From an optimization exercise on the open Yosys and OpenROAD flow, aimed at small area, a short achievable clock period and few clock cycles; shortcuts taken in it are not production practice.
RTL that was checked went through simulation tests only; none was proved equivalent to the original.
No activity file was given, so power comes from the tool's default toggle rates.

==> flow/design.v <==
module cluster_centroid_n #(
  parameter int IMG_WIDTH    = 640,
  parameter int IMG_HEIGHT   = 480,
  parameter int NUM_CLUSTERS = 3,
  parameter int COLOR_W      = 12,
  parameter int DIST_THRESH  = 64,
  parameter int MIN_COUNT    = 4,
  localparam int XW = $clog2(IMG_WIDTH),
  localparam int YW = $clog2(IMG_HEIGHT),
  localparam int IW = (NUM_CLUSTERS > 1) ? $clog2(NUM_CLUSTERS) : 1
) (
  input  logic                         clk,
  input  logic                         rst,
  input  logic signed [COLOR_W-1:0]    pixel_r,
  input  logic signed [COLOR_W-1:0]    pixel_g,
  input  logic signed [COLOR_W-1:0]    pixel_b,
  input  logic                         pixel_valid,
  input  logic [XW-1:0]                x,
  input  logic [YW-1:0]                y,
  input  logic                         ref_wr_en,
  input  logic [IW-1:0]                ref_wr_idx,
  input  logic signed [COLOR_W-1:0]    ref_wr_r,
  input  logic signed [COLOR_W-1:0]    ref_wr_g,
  input  logic signed [COLOR_W-1:0]    ref_wr_b,
  output logic [NUM_CLUSTERS*XW-1:0]   centroid_x,
  output logic [NUM_CLUSTERS*YW-1:0]   centroid_y,
  output logic [NUM_CLUSTERS-1:0]      found,
  output logic                         frame_done,
  output logic                         busy,
  output logic                         overrun
);
  localparam int NC    = NUM_CLUSTERS;
  localparam int DW    = COLOR_W + 1;                
  localparam int AW    = $clog2(DIST_THRESH + 1);    
  localparam int SDW   = AW + 2;                     
  localparam int CW    = $clog2(IMG_WIDTH * IMG_HEIGHT + 1);
  localparam int SUM_W = $clog2(IMG_WIDTH * IMG_WIDTH * IMG_HEIGHT);
  localparam int QW    = XW;                         
  localparam int RW    = CW + 1;                     
  localparam int MW    = RW + QW;                    
  localparam int STW   = $clog2(QW);
  localparam int SCW   = $clog2(QW);
  localparam int SSW   = $clog2((QW - 1) * IMG_WIDTH);
  logic signed [COLOR_W-1:0] r_ref_r [NC];
  logic signed [COLOR_W-1:0] r_ref_g [NC];
  logic signed [COLOR_W-1:0] r_ref_b [NC];
  logic           r_rst;           
  logic           r1_valid, r1_eof;
  logic [XW-1:0]  r1_x;
  logic [YW-1:0]  r1_y;
  logic [AW+2:0]  r1_c [NC][3];    
  logic [NC-1:0]  r2_ok;
  logic [SDW-1:0] r2_d [NC];
  logic           r2_eof;
  logic [XW-1:0]  r2_x;
  logic [YW-1:0]  r2_y;
  logic [NC-1:0]    w_hit;
  logic [CW-1:0]    r_cnt  [NC];
  logic [MW-1:0]    r_sx   [NC];
  logic [MW-1:0]    r_sy   [NC];
  logic [SCW-1:0]   r_scnt [NC];
  logic [SSW-1:0]   r_ssx  [NC];
  logic [SSW-1:0]   r_ssy  [NC];
  logic [CW-1:0]    w_inc_cnt [NC];
  logic [SUM_W-1:0] w_add_x [NC];
  logic [SUM_W-1:0] w_add_y [NC];
  logic [SCW-1:0]   w_sinc_cnt [NC];
  logic [SSW-1:0]   w_sadd_x [NC];
  logic [SSW-1:0]   w_sadd_y [NC];
  logic             r_div, r_last;
  logic [STW-1:0]   r_step;
  logic [NC-1:0]    w_gex, w_gey;
  logic [RW-1:0]    w_rx [NC];
  logic [RW-1:0]    w_ry [NC];
  logic [NC*XW-1:0] r_centroid_x;
  logic [NC*YW-1:0] r_centroid_y;
  logic [NC-1:0]    r_found;
  logic             r_frame_done, r_busy;
  always_ff @(posedge clk) begin
    for (int k = 0; k < NC; k++) begin
      if (rst) begin
        r_ref_r[k] <= COLOR_W'(50  + 450 * k);
        r_ref_g[k] <= COLOR_W'(100 + 450 * k);
        r_ref_b[k] <= COLOR_W'(150 + 450 * k);
      end else if (ref_wr_en && ref_wr_idx == IW'(k)) begin
        r_ref_r[k] <= ref_wr_r;
        r_ref_g[k] <= ref_wr_g;
        r_ref_b[k] <= ref_wr_b;
      end
    end
  end
  localparam int HW = COLOR_W - AW + 1;             
  function automatic logic [AW+2:0] chan(input logic signed [COLOR_W-1:0] p,
                                         input logic signed [COLOR_W-1:0] q);
    logic [AW:0]   lo;
    logic [HW-1:0] ph, qh;
    logic          b, z0, m1;
    lo  = {1'b0, p[AW-1:0]} - {1'b0, q[AW-1:0]};
    b   = lo[AW];
    ph  = {p[COLOR_W-1], p[COLOR_W-1:AW]};
    qh  = {q[COLOR_W-1], q[COLOR_W-1:AW]};
    z0  = b ? (ph == qh + HW'(1)) : (ph == qh);
    m1  = b ? (ph == qh) : (ph + HW'(1) == qh);
    chan = {z0, m1, lo[AW-1:0] > AW'(DIST_THRESH), lo[AW-1:0]};
  endfunction
  always_ff @(posedge clk) begin
    r_rst    <= rst;
    r1_valid <= !rst && pixel_valid;
    r1_eof   <= !rst && pixel_valid && x == XW'(IMG_WIDTH - 1) && y == YW'(IMG_HEIGHT - 1);
    r1_x     <= x;
    r1_y     <= y;
    for (int k = 0; k < NC; k++) begin
      r1_c[k][0] <= chan(pixel_r, r_ref_r[k]);
      r1_c[k][1] <= chan(pixel_g, r_ref_g[k]);
      r1_c[k][2] <= chan(pixel_b, r_ref_b[k]);
    end
  end
  always_ff @(posedge clk) begin
    logic [AW-1:0] u [3];
    logic [2:0]    neg, ok;
    r2_eof <= !rst && r1_eof;
    r2_x   <= r1_x;
    r2_y   <= r1_y;
    for (int k = 0; k < NC; k++) begin
      for (int j = 0; j < 3; j++) begin
        neg[j] = r1_c[k][j][AW];
        ok[j]  = (r1_c[k][j][AW+2] && !neg[j]) || (r1_c[k][j][AW+1] && r1_c[k][j][AW-1]);
        u[j]   = r1_c[k][j][AW-1:0] ^ {AW{neg[j]}};
      end
      r2_ok[k] <= !rst && r1_valid && (&ok);
      r2_d[k]  <= SDW'(u[0]) + SDW'(u[1]) + SDW'(u[2]) + SDW'(neg[0]) + SDW'(neg[1]) + SDW'(neg[2]);
    end
  end
  always_comb begin
    logic [NC-1:0] m;
    for (int k = 0; k < NC; k++)
      m[k] = r2_ok[k] && r2_d[k] <= SDW'(DIST_THRESH);
    for (int k = 0; k < NC; k++) begin
      w_hit[k] = m[k];
      for (int j = 0; j < NC; j++) begin
        if (j < k && m[j] && r2_d[j][AW-1:0] <= r2_d[k][AW-1:0]) w_hit[k] = 1'b0;
        if (j > k && m[j] && r2_d[j][AW-1:0] <  r2_d[k][AW-1:0]) w_hit[k] = 1'b0;
      end
    end
    for (int k = 0; k < NC; k++) begin
      w_inc_cnt[k]  = r_cnt[k] + CW'(1);
      w_add_x[k]    = r_sx[k][SUM_W-1:0] + SUM_W'(r2_x);
      w_add_y[k]    = r_sy[k][SUM_W-1:0] + SUM_W'(r2_y);
      w_sinc_cnt[k] = r_scnt[k] + SCW'(1);
      w_sadd_x[k]   = r_ssx[k] + SSW'(r2_x);
      w_sadd_y[k]   = r_ssy[k] + SSW'(r2_y);
    end
  end
  always_comb begin
    logic [RW:0] tx, ty;
    for (int k = 0; k < NC; k++) begin
      tx = {r_sx[k][MW-2:QW-1], 1'b1} + {RW'(r_cnt[k]) ^ {RW{!r_sx[k][MW-1]}}, !r_sx[k][MW-1]};
      ty = {r_sy[k][MW-2:QW-1], 1'b1} + {RW'(r_cnt[k]) ^ {RW{!r_sy[k][MW-1]}}, !r_sy[k][MW-1]};
      w_rx[k]  = tx[RW:1];
      w_ry[k]  = ty[RW:1];
      w_gex[k] = !w_rx[k][RW-1];
      w_gey[k] = !w_ry[k][RW-1];
    end
  end
  always_ff @(posedge clk) begin
    for (int k = 0; k < NC; k++) begin
      if (r_rst) begin
        r_cnt[k] <= '0;
        r_sx[k]  <= '0;
        r_sy[k]  <= '0;
      end else if (r_div && r_last) begin
        r_cnt[k] <= w_hit[k] ? CW'(w_sinc_cnt[k]) : CW'(r_scnt[k]);
        r_sx[k]  <= w_hit[k] ? MW'(w_sadd_x[k])   : MW'(r_ssx[k]);
        r_sy[k]  <= w_hit[k] ? MW'(w_sadd_y[k])   : MW'(r_ssy[k]);
      end else if (r_div) begin
        r_sx[k]  <= {w_rx[k], r_sx[k][QW-2:0], w_gex[k]};
        r_sy[k]  <= {w_ry[k], r_sy[k][QW-2:0], w_gey[k]};
      end else if (w_hit[k]) begin
        r_cnt[k] <= w_inc_cnt[k];
        r_sx[k]  <= MW'(w_add_x[k]);
        r_sy[k]  <= MW'(w_add_y[k]);
      end
    end
  end
  always_ff @(posedge clk) begin
    for (int k = 0; k < NC; k++) begin
      if (!r_div) begin
        r_scnt[k] <= '0;
        r_ssx[k]  <= '0;
        r_ssy[k]  <= '0;
      end else if (w_hit[k]) begin
        r_scnt[k] <= w_sinc_cnt[k];
        r_ssx[k]  <= w_sadd_x[k];
        r_ssy[k]  <= w_sadd_y[k];
      end
    end
  end
  always_ff @(posedge clk) begin
    if (rst) begin
      r_div        <= 1'b0;
      r_last       <= 1'b0;
      r_step       <= '0;
      r_busy       <= 1'b0;
      r_frame_done <= 1'b0;
      r_found      <= '0;
      r_centroid_x <= '0;
      r_centroid_y <= '0;
    end else begin
      r_frame_done <= 1'b0;
      r_last       <= r_div && r_step == STW'(QW - 2);
      if (r2_eof) begin
        r_div  <= 1'b1;
        r_step <= '0;
        r_busy <= 1'b1;
      end else if (r_div) begin
        r_step <= r_step + STW'(1);
        if (r_last) begin
          r_div        <= 1'b0;
          r_busy       <= 1'b0;
          r_frame_done <= 1'b1;
          for (int k = 0; k < NC; k++) begin
            r_found[k] <= r_cnt[k] >= CW'(MIN_COUNT);
            if (r_cnt[k] >= CW'(MIN_COUNT)) begin
              r_centroid_x[k*XW +: XW] <= {r_sx[k][XW-2:0], w_gex[k]};
              r_centroid_y[k*YW +: YW] <= {r_sy[k][YW-2:0], w_gey[k]};
            end
          end
        end
      end
    end
  end
  assign centroid_x = r_centroid_x;
  assign centroid_y = r_centroid_y;
  assign found      = r_found;
  assign frame_done = r_frame_done;
  assign busy       = r_busy;
  assign overrun    = 1'b0;
endmodule
Settings: LEC_CHECK=0, CAP_MARGIN=20, CORE_MARGIN=2, CORE_UTILIZATION=55, CTS_BUF_LIST=sky130_fd_sc_hd__clkbuf_8, SETUP_SLACK_MARGIN=5, SLEW_MARGIN=20; clock period 8.0 ns.
run.sh (not shown) runs the stock make flow with config.mk's settings and CLKGATE_MAP_FILE= SYNTH_SCRIPT=/design/flow/synth_recipe.tcl, a recipe that flattens the netlist after the stock synthesis.
Next try:
--- a/flow/design.v
+++ b/flow/design.v
@@ -34,11 +34,11 @@
   localparam int AW    = $clog2(DIST_THRESH + 1);    
   localparam int SDW   = AW + 2;                     
   localparam int CW    = $clog2(IMG_WIDTH * IMG_HEIGHT + 1);
   localparam int SUM_W = $clog2(IMG_WIDTH * IMG_WIDTH * IMG_HEIGHT);
   localparam int QW    = XW;                         
-  localparam int RW    = CW + 1;                     
+  localparam int RW    = CW;                         
   localparam int MW    = RW + QW;                    
   localparam int STW   = $clog2(QW);
   localparam int SCW   = $clog2(QW);
   localparam int SSW   = $clog2((QW - 1) * IMG_WIDTH);
   logic signed [COLOR_W-1:0] r_ref_r [NC];
@@ -152,16 +152,16 @@
     end
   end
   always_comb begin
     logic [RW:0] tx, ty;
     for (int k = 0; k < NC; k++) begin
-      tx = {r_sx[k][MW-2:QW-1], 1'b1} + {RW'(r_cnt[k]) ^ {RW{!r_sx[k][MW-1]}}, !r_sx[k][MW-1]};
-      ty = {r_sy[k][MW-2:QW-1], 1'b1} + {RW'(r_cnt[k]) ^ {RW{!r_sy[k][MW-1]}}, !r_sy[k][MW-1]};
-      w_rx[k]  = tx[RW:1];
-      w_ry[k]  = ty[RW:1];
-      w_gex[k] = !w_rx[k][RW-1];
-      w_gey[k] = !w_ry[k][RW-1];
+      tx = r_sx[k][MW-1:QW-1];
+      ty = r_sy[k][MW-1:QW-1];
+      w_gex[k] = tx >= {1'b0, r_cnt[k]};
+      w_gey[k] = ty >= {1'b0, r_cnt[k]};
+      w_rx[k]  = w_gex[k] ? RW'(tx - {1'b0, r_cnt[k]}) : tx[RW-1:0];
+      w_ry[k]  = w_gey[k] ? RW'(ty - {1'b0, r_cnt[k]}) : ty[RW-1:0];
     end
   end
   always_ff @(posedge clk) begin
     for (int k = 0; k < NC; k++) begin
       if (r_rst) begin
After rerunning: Worst hold slack degrades by 0.0050 ns. Fmax increases slightly. Count of clock-buffer cells in the layout shrinks by 12. Sequential cell count went down by 6. Synthesized cell count drops slightly. Power drops by a few percent. Via count went up by a few percent. Global-route usage grows by 1.8 points. Clock power decreases by a few percent.
Testbench counts after the change, summed over its fixed seeds: cycles 7,798.
Only the layout flow was run in the first run of this note; the RTL was not checked for function there.

## afterwards: timing with drivers on the ports
No port has a modelled driver above. Below, the same layouts with a new extraction and two added sets of constraints. Step 1, drivers: a clkbuf_16 drives clk and a buf_2 each remaining input, both assumed. Step 2 times the ports against the registers' clock, not the clock port: input delays grow and output delays shrink by t, the midpoint of the rising clock arrivals with the driver on. Three values: ideal, step 1, step 2; two values: the first two.
run | t (ns) | setup slack, ns | worst setup path after step 2 | worst data-port slew with drivers (ns)
the first run | 0.813 | 4.887 / 4.887 / 4.277 | input to register | 0.05
the second run | 0.830 | 4.919 / 4.919 / 4.292 | input to register | 0.10
After both steps every run listed still meets setup and hold. The setup slack of the second run, which loses most, moves by 0.000 ns with the drivers and by -0.627 ns with both steps.
